Background: an optimization exercise with open tools, aiming at small area, a short achievable clock period and few clock cycles. Do not read the settings as production practice. Function was checked by simulation only, so behaviour that the tests miss may differ from the original.

==> run R: inputs <==
## morse_dibit_decoder
module morse_dibit_decoder (
  input  wire logic                          clk_i,
  input  wire logic                          rst_ni,
  input  wire logic                          push,
  output logic                               full,
  input  wire logic                          mode_i,
  input  wire logic [mdd_pkg::IDX_IN_W-1:0]  entry_index_i,
  input  wire logic [mdd_pkg::CODE_W-1:0]    entry_code_i,
  input  wire logic [mdd_pkg::CHAR_W-1:0]    entry_char_i,
  input  wire logic                          entry_valid_i,
  input  wire logic [mdd_pkg::BYTE_W-1:0]    data_byte_i,
  output logic                               empty,
  input  wire logic                          pop,
  output logic      [mdd_pkg::CHAR_W-1:0]    out_char_o,
  output logic                               is_space_o,
  output logic                               last_o
);
clock: 6.0 ns
lec_check: 0
abc_clock_period_in_ps: 2500
cap_margin: 20
core_margin: 2
core_utilization: 65
cts_cluster_diameter: 60
cts_cluster_size: 30
setup_slack_margin: 3.6
slew_margin: 20
run.sh (not shown) runs the stock make flow with config.mk's settings and CLKGATE_MAP_FILE= SYNTH_SCRIPT=/design/flow/synth_recipe.tcl, a recipe that flattens the netlist after the stock synthesis.
==> run K (differences from run R) <==
--- a/flow/design.v
+++ b/flow/design.v
@@ -32,26 +32,26 @@
   assign do_pop  = pop_i && occ_q[0];
   assign data_o  = r_q[0];
   always_comb begin
     if (push_i && !do_pop) occ_d = {occ_q[1:0], 1'b1};
     else if (do_pop && !push_i) occ_d = {1'b0, occ_q[2:1]};
     else occ_d = occ_q;
   end
-  logic nempty_q, busy_q;
-  assign empty_o = !nempty_q;
+  logic empty_q, busy_q;
+  assign empty_o = empty_q;
   assign busy_o  = busy_q;
   always_ff @(posedge clk_i or negedge rst_ni) begin
     if (!rst_ni) begin
-      occ_q    <= '0;
-      nempty_q <= 1'b0;
-      busy_q   <= 1'b0;
+      occ_q   <= '0;
+      empty_q <= 1'b1;
+      busy_q  <= 1'b0;
     end else begin
-      occ_q    <= occ_d;
-      nempty_q <= occ_d[0];
-      busy_q   <= occ_d[1];
+      occ_q   <= occ_d;
+      empty_q <= !occ_d[0];
+      busy_q  <= occ_d[1];
     end
   end
   always_ff @(posedge clk_i) begin
     if (do_pop) begin
       r_q[0] <= occ_q[1] ? r_q[1] : data_i;
       r_q[1] <= occ_q[2] ? r_q[2] : data_i;
       r_q[2] <= data_i;
@@ -184,15 +184,15 @@
   end
   always_ff @(posedge clk_i) begin
     if (cmd_pop_i) begin
       q0_q <= v1_q ? q1_q : cmd_in;
     end else if (!v0_q) begin
       q0_q <= cmd_in;
     end
-    if (!v1_q) begin
+    if (v0_q && !v1_q && !cmd_pop_i) begin
       q1_q <= cmd_in;
     end
   end
 endmodule
 `default_nettype wire
 `default_nettype none
 module mdd_back (
@@ -235,15 +235,14 @@
   logic          d1_fl_q;
   logic [KW-1:0] d1_kf_q;
   logic [2:0]    d1_ki_q;
   logic          tk_v_q, tk_chk_q, tk_sp_q, tk_eob_q;
   logic [KW-1:0] tk_key_q;
   logic          s1_v_q, s1_chk_q, s1_sp_q, s1_eob_q;
   logic [N-1:0]  s1_m_q;
-  logic [7:0]    s1_gh_q;       
   logic          p_v_q, p_fin_q, p_sp_q;
   logic [CH-1:0] p_chr_q;
   logic          dup_q, scan_q, arm_q;
   logic [5:0]    rot_q;
   logic [N-1:0]  ring_v_q;
   logic [N-1:0][KW+CH-1:0] ring_d_q;
   logic          stall;
@@ -400,25 +399,24 @@
   always_comb begin
     for (int j = 0; j < N; j++) begin
       l1_m[j] = ring_v_q[j] && (ring_d_q[j][CH +: KW] == tk_key_q);
     end
   end
   always_ff @(posedge clk_i) begin
     s1_m_q   <= {l1_m[0], l1_m[N-1:1]};
-    for (int g = 0; g < 8; g++) s1_gh_q[g] <= |l1_m[8*g +: 8];
     s1_chk_q <= tk_chk_q;
     s1_sp_q  <= tk_sp_q;
     s1_eob_q <= tk_eob_q;
   end
   logic          l2_hit, l2_dup;
   logic [CH-1:0] l2_chr;
   always_comb begin
     l2_chr = '0;
     for (int j = 0; j < N; j++) l2_chr = l2_chr | ({CH{s1_m_q[j]}} & ring_d_q[j][CH-1:0]);
-    l2_hit = |s1_gh_q;
+    l2_hit = |s1_m_q;
     l2_dup = |(s1_m_q & ~(N'(1) << (N - 2)));
   end
   logic start_scan, found, res_ev, n_ex;
   logic [CH-1:0] n_chr;
   assign start_scan = s1_look && !s1_sp_q && l2_hit && dup_q;
   assign found      = arm_q && s1_m_q[N-1];
   assign res_ev     = (s1_look && !start_scan) || found;
--- a/flow/config.mk
+++ b/flow/config.mk
@@ -4,12 +4,12 @@
 export VERILOG_FILES = /design/flow/design.v
 export SDC_FILE = /design/flow/constraint.sdc
 export NUM_CORES = 4
 export LEC_CHECK = 0
 export ABC_CLOCK_PERIOD_IN_PS = 2500
 export CAP_MARGIN = 20
 export CORE_MARGIN = 2
-export CORE_UTILIZATION = 65
+export CORE_UTILIZATION = 40
 export CTS_CLUSTER_DIAMETER = 60
 export CTS_CLUSTER_SIZE = 30
 export SETUP_SLACK_MARGIN = 3.6
 export SLEW_MARGIN = 20
==> run D (differences from run R) <==
--- a/flow/design.v
+++ b/flow/design.v
@@ -3,15 +3,15 @@
   localparam int TABLE_ENTRIES = 64;
   localparam int MAX_SYMBOLS   = 8;
   localparam int IDX_IN_W = 6;
   localparam int CODE_W   = 16;
   localparam int CHAR_W   = 8;
   localparam int BYTE_W   = 8;
   localparam int KEY_W = MAX_SYMBOLS + 1;
-  localparam int PAY_W = 5 + IDX_IN_W + KEY_W + 1 + CHAR_W;
+  localparam int PAY_W = IDX_IN_W + KEY_W + 1 + CHAR_W;
   localparam int CMD_W = 1 + PAY_W;
   localparam int RES_W = CHAR_W + 2;
   localparam int ENTRY_W = 1 + KEY_W + CHAR_W;
   localparam logic [CHAR_W-1:0] SPACE_CHAR = 8'd32;
 endpackage
 `default_nettype wire
 `default_nettype none
@@ -23,46 +23,46 @@
   input  wire logic                       pop_i,
   output logic      [mdd_pkg::RES_W-1:0]  data_o,
   output logic                            empty_o,
   output logic                            busy_o
 );
   localparam int W = mdd_pkg::RES_W;
   logic [2:0][W-1:0] r_q;
-  logic [2:0]        occ_q, occ_d;    
+  logic [1:0]        cnt_q, cnt_d;
+  logic              empty_q, busy_q;
   logic              do_pop;
-  assign do_pop  = pop_i && occ_q[0];
+  assign do_pop  = pop_i && !empty_q;
   assign data_o  = r_q[0];
+  assign empty_o = empty_q;
+  assign busy_o  = busy_q;
   always_comb begin
-    if (push_i && !do_pop) occ_d = {occ_q[1:0], 1'b1};
-    else if (do_pop && !push_i) occ_d = {1'b0, occ_q[2:1]};
-    else occ_d = occ_q;
+    cnt_d = cnt_q;
+    if (push_i && !do_pop) cnt_d = cnt_q + 2'd1;
+    else if (do_pop && !push_i) cnt_d = cnt_q - 2'd1;
   end
-  logic nempty_q, busy_q;
-  assign empty_o = !nempty_q;
-  assign busy_o  = busy_q;
   always_ff @(posedge clk_i or negedge rst_ni) begin
     if (!rst_ni) begin
-      occ_q    <= '0;
-      nempty_q <= 1'b0;
-      busy_q   <= 1'b0;
+      cnt_q   <= '0;
+      empty_q <= 1'b1;
+      busy_q  <= 1'b0;
     end else begin
-      occ_q    <= occ_d;
-      nempty_q <= occ_d[0];
-      busy_q   <= occ_d[1];
+      cnt_q   <= cnt_d;
+      empty_q <= (cnt_d == 2'd0);
+      busy_q  <= cnt_d[1];
     end
   end
   always_ff @(posedge clk_i) begin
     if (do_pop) begin
-      r_q[0] <= occ_q[1] ? r_q[1] : data_i;
-      r_q[1] <= occ_q[2] ? r_q[2] : data_i;
+      r_q[0] <= (cnt_q >= 2'd2) ? r_q[1] : data_i;
+      r_q[1] <= (cnt_q == 2'd3) ? r_q[2] : data_i;
       r_q[2] <= data_i;
     end else begin
-      if (!occ_q[0]) r_q[0] <= data_i;
-      if (occ_q[0] && !occ_q[1]) r_q[1] <= data_i;
-      if (occ_q[1] && !occ_q[2]) r_q[2] <= data_i;
+      if (cnt_q == 2'd0) r_q[0] <= data_i;
+      if (cnt_q == 2'd1) r_q[1] <= data_i;
+      if (cnt_q == 2'd2) r_q[2] <= data_i;
     end
   end
 endmodule
 `default_nettype wire
 `default_nettype none
 module mdd_front (
   input  wire logic                          clk_i,
@@ -83,29 +83,30 @@
   logic [7:0]  s, z, zab;
   logic        formable;
   logic [8:0]  mk;
   logic [CW-1:0] cmd_in;
   logic [CW-1:0] q0_q, q1_q;
   logic          v0_q, v1_q;
   logic          take;
+  logic [1:0]    n_d;
   always_comb begin
     for (int i = 0; i < 8; i++) begin
       s[i] = entry_code_i[2*i+1] ^ entry_code_i[2*i];
       z[i] = !(entry_code_i[2*i+1] | entry_code_i[2*i]);
     end
     zab[7] = z[7];
     for (int i = 6; i >= 0; i--) zab[i] = z[i] & zab[i+1];
     formable = s[0];
     for (int i = 1; i < 8; i++) formable = formable & (s[i] | zab[i]);
     mk[0] = entry_code_i[1];
     for (int k = 1; k < 8; k++) mk[k] = s[k] ? entry_code_i[2*k+1] : s[k-1];
     mk[8] = s[7];
   end
-  logic [3:0] bx_nl, bx_lb, bx_tm, bx_c;
-  logic       bx_iv, bx_st;
+  logic [3:0] bx_nl, bx_lb, bx_tm;
+  logic       bx_iv;
   logic [2:0] bx_ik;
   logic [3:0] E, P, S, D, A, Z, LS, TS;
   always_comb begin
     for (int i = 0; i < 4; i++) begin
       E[i] = !(data_byte_i[7-2*i] | data_byte_i[6-2*i]);
       P[i] = data_byte_i[7-2*i] & data_byte_i[6-2*i];
       S[i] = data_byte_i[7-2*i] ^ data_byte_i[6-2*i];
@@ -116,18 +117,14 @@
     LS = S & ~A;           
     TS = S & A & ~Z;       
     bx_nl[0] = |LS;
     bx_nl[1] = (LS[0] & (LS[1] | LS[2] | LS[3])) | (LS[1] & (LS[2] | LS[3])) |
                (LS[2] & LS[3]);
     bx_nl[2] = (LS[0] & LS[1] & (LS[2] | LS[3])) | (LS[2] & LS[3] & (LS[0] | LS[1]));
     bx_nl[3] = &LS;
-    bx_c[0] = (|E) & !bx_nl[0];
-    bx_c[1] = (|E) & bx_nl[0] & !bx_nl[1];
-    bx_c[2] = (|E) & bx_nl[1] & !bx_nl[2];
-    bx_c[3] = (|E) & bx_nl[2];
     bx_lb[3] = LS[0] ? D[0] : LS[1] ? D[1] : LS[2] ? D[2] : D[3];
     bx_lb[2] = (LS[0] & LS[1]) ? D[1] :
                ((LS[0] ^ LS[1]) & LS[2]) ? D[2] : D[3];
     bx_lb[1] = (LS[0] & LS[1] & LS[2]) ? D[2] : D[3];
     bx_lb[0] = D[3];
     unique case (TS[3:1])
       3'b000: bx_tm = 4'b0001;
@@ -148,51 +145,38 @@
       bx_iv = 1'b1;
       bx_ik = {2'b01, D[2]};
     end else if (E[0] & !E[1] & !E[2] & E[3] & (S[1] | S[2])) begin
       bx_iv = 1'b1;
       if (S[1] & S[2]) bx_ik = {1'b1, D[1], D[2]};
       else bx_ik = {2'b01, S[1] ? D[1] : D[2]};
     end
-    bx_st = bx_iv | (|P);
   end
-  assign cmd_in = mode_i ? {1'b1, bx_c, bx_st, bx_nl, bx_lb, bx_tm, bx_iv, bx_ik, data_byte_i}
-                         : {1'b0, 5'd0, entry_index_i, mk, entry_valid_i & formable, entry_char_i};
+  assign cmd_in = mode_i ? {1'b1, bx_nl, bx_lb, bx_tm, bx_iv, bx_ik, data_byte_i}
+                         : {1'b0, entry_index_i, mk, entry_valid_i & formable, entry_char_i};
   assign take        = push_i && !v1_q;
   assign full_o      = v1_q;
   assign cmd_o       = q0_q;
   assign cmd_valid_o = v0_q;
-  logic v0_d, v1_d;
-  always_comb begin
-    if (v1_q) begin
-      v0_d = 1'b1;
-      v1_d = !cmd_pop_i;
-    end else if (v0_q) begin
-      v0_d = !cmd_pop_i || take;
-      v1_d = take && !cmd_pop_i;
-    end else begin
-      v0_d = take;
-      v1_d = 1'b0;
-    end
-  end
+  assign n_d = 2'(v0_q) + 2'(v1_q) - 2'(cmd_pop_i) + 2'(take);
   always_ff @(posedge clk_i or negedge rst_ni) begin
     if (!rst_ni) begin
       v0_q <= 1'b0;
       v1_q <= 1'b0;
     end else begin
-      v0_q <= v0_d;
-      v1_q <= v1_d;
+      v0_q <= (n_d != 2'd0);
+      v1_q <= (n_d == 2'd2);
     end
   end
   always_ff @(posedge clk_i) begin
     if (cmd_pop_i) begin
       q0_q <= v1_q ? q1_q : cmd_in;
     end else if (!v0_q) begin
       q0_q <= cmd_in;
     end
-    if (!v1_q) begin
+    if (v0_q && !v1_q && !cmd_pop_i) begin
       q1_q <= cmd_in;
     end
   end
 endmodule
 `default_nettype wire
 `default_nettype none
 module mdd_back (
@@ -209,41 +193,35 @@
   localparam int KW = mdd_pkg::KEY_W;
   localparam int CH = mdd_pkg::CHAR_W;
   logic          c_load;
   logic [5:0]    c_slot;
   logic [KW-1:0] c_code;
   logic          c_valid;
   logic [CH-1:0] c_chr;
-  logic [3:0]    x_nl, x_lb, x_tm, x_c;
-  logic          x_iv, x_st;
+  logic [3:0]    x_nl, x_lb, x_tm;
+  logic          x_iv;
   logic [2:0]    x_ik;
   assign c_load  = !cmd_i[mdd_pkg::CMD_W-1];
-  assign c_slot  = cmd_i[mdd_pkg::PAY_W-6 -: 6];
+  assign c_slot  = cmd_i[mdd_pkg::PAY_W-1 -: 6];
   assign c_code  = cmd_i[CH+1 +: KW];
   assign c_valid = cmd_i[CH];
   assign c_chr   = cmd_i[CH-1:0];
-  assign {x_c, x_st, x_nl, x_lb, x_tm, x_iv, x_ik} = cmd_i[mdd_pkg::PAY_W-1 -: 21];
+  assign {x_nl, x_lb, x_tm, x_iv, x_ik} = cmd_i[mdd_pkg::PAY_W-1 -: 16];
   logic [KW-1:0] let_q;         
   logic          ovf_q;         
   logic [3:0]    dr_tok_q;      
   logic [3:0]    dr_sp_q;       
   logic          dr_fl_q;       
   logic [KW-1:0] dr_kf_q;       
   logic [2:0]    dr_ki_q;       
   logic          dr_used_q;     
-  logic          d1_v_q;        
-  logic [3:0]    d1_tok_q, d1_sp_q;
-  logic          d1_fl_q;
-  logic [KW-1:0] d1_kf_q;
-  logic [2:0]    d1_ki_q;
   logic          tk_v_q, tk_chk_q, tk_sp_q, tk_eob_q;
   logic [KW-1:0] tk_key_q;
   logic          s1_v_q, s1_chk_q, s1_sp_q, s1_eob_q;
   logic [N-1:0]  s1_m_q;
-  logic [7:0]    s1_gh_q;       
   logic          p_v_q, p_fin_q, p_sp_q;
   logic [CH-1:0] p_chr_q;
   logic          dup_q, scan_q, arm_q;
   logic [5:0]    rot_q;
   logic [N-1:0]  ring_v_q;
   logic [N-1:0][KW+CH-1:0] ring_d_q;
   logic          stall;
@@ -267,20 +245,23 @@
         sym_since = 1'b0;
       end else if (!sp[i]) begin
         sym_since = 1'b1;
       end
     end
   end
   logic ge8, ge7, ge6, ge5, nonempty;
-  logic [4:0] th_q;
-  assign {ge8, ge7, ge6, ge5, nonempty} = th_q;
+  assign ge8      = let_q[8];
+  assign ge7      = ge8 | let_q[7];
+  assign ge6      = ge7 | let_q[6];
+  assign ge5      = ge6 | let_q[5];
+  assign nonempty = |let_q[KW-1:1];
   logic a_fl, a_has_tok;
-  assign a_fl = !ovf_q && ((x_c[0] && nonempty) || (x_c[1] && !ge8) ||
-                            (x_c[2] && !ge7) || (x_c[3] && !ge6));
-  assign a_has_tok = x_st || a_fl;
+  assign a_fl = has_end && !ovf_q && (x_nl[0] || nonempty) &&
+                !(x_nl[0] && ge8) && !(x_nl[1] && ge7) && !(x_nl[2] && ge6);
+  assign a_has_tok = (|sp) || x_iv || a_fl;
   logic [3:0]    s_ge;
   logic [KW-1:0] a_shift;
   assign s_ge = {x_nl[3] && !ge5, x_nl[2] && !ge6, x_nl[1] && !ge7, x_nl[0] && !ge8};
   always_comb begin
     if (s_ge[3])      a_shift = {let_q[KW-5:0], x_lb[3:0]};
     else if (s_ge[2]) a_shift = {let_q[KW-4:0], x_lb[3:1]};
     else if (s_ge[1]) a_shift = {let_q[KW-3:0], x_lb[3:2]};
@@ -307,81 +288,53 @@
   assign b_first = dr_tok_q & ~(dr_tok_q - 4'd1);
   assign b_rest  = dr_tok_q & ~b_first;
   assign b_eob   = (b_rest == 4'd0);
   assign b_sp    = |(b_first & dr_sp_q);
   assign b_key   = (dr_fl_q && !dr_used_q) ? dr_kf_q : KW'(dr_ki_q);
   assign b_issue = (dr_tok_q != 4'd0) && (!tk_v_q || !stall) &&
                    (!dup_q || (!tk_v_q && !s1_v_q && !scan_q));
-  logic d0_avail;
-  assign d0_avail = (dr_tok_q == 4'd0) || (b_issue && b_eob);
-  assign dr_free  = !d1_v_q || d0_avail;
+  assign dr_free = (dr_tok_q == 4'd0) || (b_issue && b_eob);
   logic a_take_byte, a_write, a_fill, a_chk;
-  logic [3:0] a_tok;
-  assign a_tok = sp | (e1 & {4{a_fl}}) | inner;
-  assign a_write     = cmd_valid_i && c_load && (dr_tok_q == 4'd0) && !d1_v_q && !tk_look &&
+  assign a_write     = cmd_valid_i && c_load && (dr_tok_q == 4'd0) && !tk_look &&
                        !s1_look && !scan_q && (!tk_v_q || !stall) && (c_slot == rot_q);
   assign a_chk       = a_write && c_valid;
   assign a_take_byte = cmd_valid_i && !c_load && (!a_has_tok || dr_free);
   assign a_fill      = a_take_byte && a_has_tok;
   assign cmd_pop_o   = a_write || a_take_byte;
   always_ff @(posedge clk_i or negedge rst_ni) begin
     if (!rst_ni) begin
       let_q    <= KW'(1);
       ovf_q    <= 1'b0;
       dr_tok_q <= '0;
-      d1_v_q   <= 1'b0;
       tk_v_q   <= 1'b0;
       s1_v_q   <= 1'b0;
       rot_q    <= 6'd62;
-      th_q     <= '0;
     end else begin
       rot_q <= rot_q + 6'd1;
       if (a_take_byte) begin
         let_q <= a_let;
         ovf_q <= a_ovf;
-        th_q  <= {a_let[8], |a_let[8:7], |a_let[8:6], |a_let[8:5], |a_let[KW-1:1]};
-      end
-      if (d0_avail) begin
-        if (d1_v_q) dr_tok_q <= d1_tok_q;
-        else if (a_fill) dr_tok_q <= a_tok;
-        else dr_tok_q <= '0;
-        d1_v_q <= d1_v_q && a_fill;
-      end else begin
-        if (b_issue) dr_tok_q <= b_rest;
-        d1_v_q <= d1_v_q || a_fill;
       end
+      if (a_fill) dr_tok_q <= sp | (e1 & {4{a_fl}}) | inner;
+      else if (b_issue) dr_tok_q <= b_rest;
       if (b_issue || a_chk) tk_v_q <= 1'b1;
       else if (tk_adv) tk_v_q <= 1'b0;
       s1_v_q <= tk_adv;
     end
   end
   always_ff @(posedge clk_i) begin
-    if (d0_avail) begin
-      if (d1_v_q) begin
-        dr_sp_q <= d1_sp_q;
-        dr_fl_q <= d1_fl_q;
-        dr_kf_q <= d1_kf_q;
-        dr_ki_q <= d1_ki_q;
-      end else begin
-        dr_sp_q <= sp;
-        dr_fl_q <= a_fl;
-        dr_kf_q <= a_shift;
-        dr_ki_q <= x_ik;
-      end
+    if (a_fill) begin
+      dr_sp_q   <= sp;
+      dr_fl_q   <= a_fl;
+      dr_kf_q   <= a_shift;
+      dr_ki_q   <= x_ik;
       dr_used_q <= 1'b0;
     end else if (b_issue && !b_sp) begin
       dr_used_q <= 1'b1;
     end
-    if (!d1_v_q || d0_avail) begin
-      d1_tok_q <= a_tok;
-      d1_sp_q  <= sp;
-      d1_fl_q  <= a_fl;
-      d1_kf_q  <= a_shift;
-      d1_ki_q  <= x_ik;
-    end
     if (b_issue || a_chk) begin
       tk_chk_q <= !b_issue;
       tk_sp_q  <= b_issue && b_sp;
       tk_eob_q <= b_eob;
       tk_key_q <= b_issue ? b_key : c_code;
     end
   end
@@ -400,25 +353,24 @@
   always_comb begin
     for (int j = 0; j < N; j++) begin
       l1_m[j] = ring_v_q[j] && (ring_d_q[j][CH +: KW] == tk_key_q);
     end
   end
   always_ff @(posedge clk_i) begin
     s1_m_q   <= {l1_m[0], l1_m[N-1:1]};
-    for (int g = 0; g < 8; g++) s1_gh_q[g] <= |l1_m[8*g +: 8];
     s1_chk_q <= tk_chk_q;
     s1_sp_q  <= tk_sp_q;
     s1_eob_q <= tk_eob_q;
   end
   logic          l2_hit, l2_dup;
   logic [CH-1:0] l2_chr;
   always_comb begin
     l2_chr = '0;
     for (int j = 0; j < N; j++) l2_chr = l2_chr | ({CH{s1_m_q[j]}} & ring_d_q[j][CH-1:0]);
-    l2_hit = |s1_gh_q;
+    l2_hit = |s1_m_q;
     l2_dup = |(s1_m_q & ~(N'(1) << (N - 2)));
   end
   logic start_scan, found, res_ev, n_ex;
   logic [CH-1:0] n_chr;
   assign start_scan = s1_look && !s1_sp_q && l2_hit && dup_q;
   assign found      = arm_q && s1_m_q[N-1];
   assign res_ev     = (s1_look && !start_scan) || found;
==> flow/config.mk (replaced) <==
export PLATFORM = sky130hd
export DESIGN_NAME = morse_dibit_decoder
export DESIGN_NICKNAME = morse_dibit_decoder
export VERILOG_FILES = /design/flow/design.v
export SDC_FILE = /design/flow/constraint.sdc
export NUM_CORES = 4
export LEC_CHECK = 0
export ABC_CLOCK_PERIOD_IN_PS = 2500
export CAP_MARGIN = 20
export CORE_MARGIN = 2
export CORE_UTILIZATION = 40
export SETUP_SLACK_MARGIN = 3.2
export SLEW_MARGIN = 20
==> results.txt <==
Register area share after synthesis - 0.686
Worst setup startpoint - u_res_fifo.empty_q
Rows - 121
Family with the most delay on the worst path - flip-flops
Post-synthesis compound-gate area fraction - 0.0748
Synthesized area - 44000 µm²
Sw frac - 0.313
Status - timing/DRC/antenna clean
Required @ worst endpoint - 4800 ps
Syn-to-layout area delta - 15.8%
# the run above: run K

==> results.txt <==
Worst setup startpoint - u_front.q0_q[21]
Synthesized area - 42400 µm²
Register area share after synthesis - 0.686
Status - timing/DRC/antenna clean
Family with the most delay on the worst path - compound AO/OA/AOI/OAI gates
Rows - 119
Largest family of logic cells by synthesized area - XOR/XNOR gates
Post-synthesis compound-gate area fraction - 0.0742
Required @ worst endpoint - 6620 ps
# the run above: run D

==> results.txt <==
Post-synthesis compound-gate area fraction - 0.0785
Worst setup startpoint - u_back.dr_tok_q[1]
Family with the most delay on the worst path - compound AO/OA/AOI/OAI gates
Register area share after synthesis - 0.679
Status - timing/DRC/antenna clean
Sw frac - 0.310
# the run above: run R

Testbench counts of run R, summed over its fixed seeds: cycles 6,290.
Testbench counts of run K, summed over its fixed seeds: cycles 6,290.
Testbench counts of run D, summed over its fixed seeds: cycles 6,565.

[afterwards: timing with drivers on the ports]
The flow's constraints put no driver on any port. The routed layouts listed below were extracted and timed again, unchanged, in two steps.
Step 1 assumes that a clkbuf_16 drives the clock port and a buf_2 every other input.
Step 2 times the ports against the registers' clock, not the clock port: input delays grow and output delays shrink by t, the midpoint of the rising clock arrivals with the driver on.
Three values: no drivers, after step 1, after step 2; two values: the first two.
run	t (ns)	slack for setup (ns)	worst hold slack (ns)	worst setup path at the end	worst slew at a driven data input, ns
run R	0.701	3.454 / 3.454 / 2.856	0.304 / 0.304 / 0.304	input to register	0.06
run K	0.731	3.525 / 3.455 / 2.819	0.314 / 0.314 / 0.314	input to register	0.06
run D	0.791	3.106 / 3.106 / 2.615	0.315 / 0.315 / 0.315	input to register	0.06
After both steps every run listed still meets setup and hold. The setup slack of run K, which loses most, moves by -0.070 ns with the drivers and by -0.706 ns with both steps.
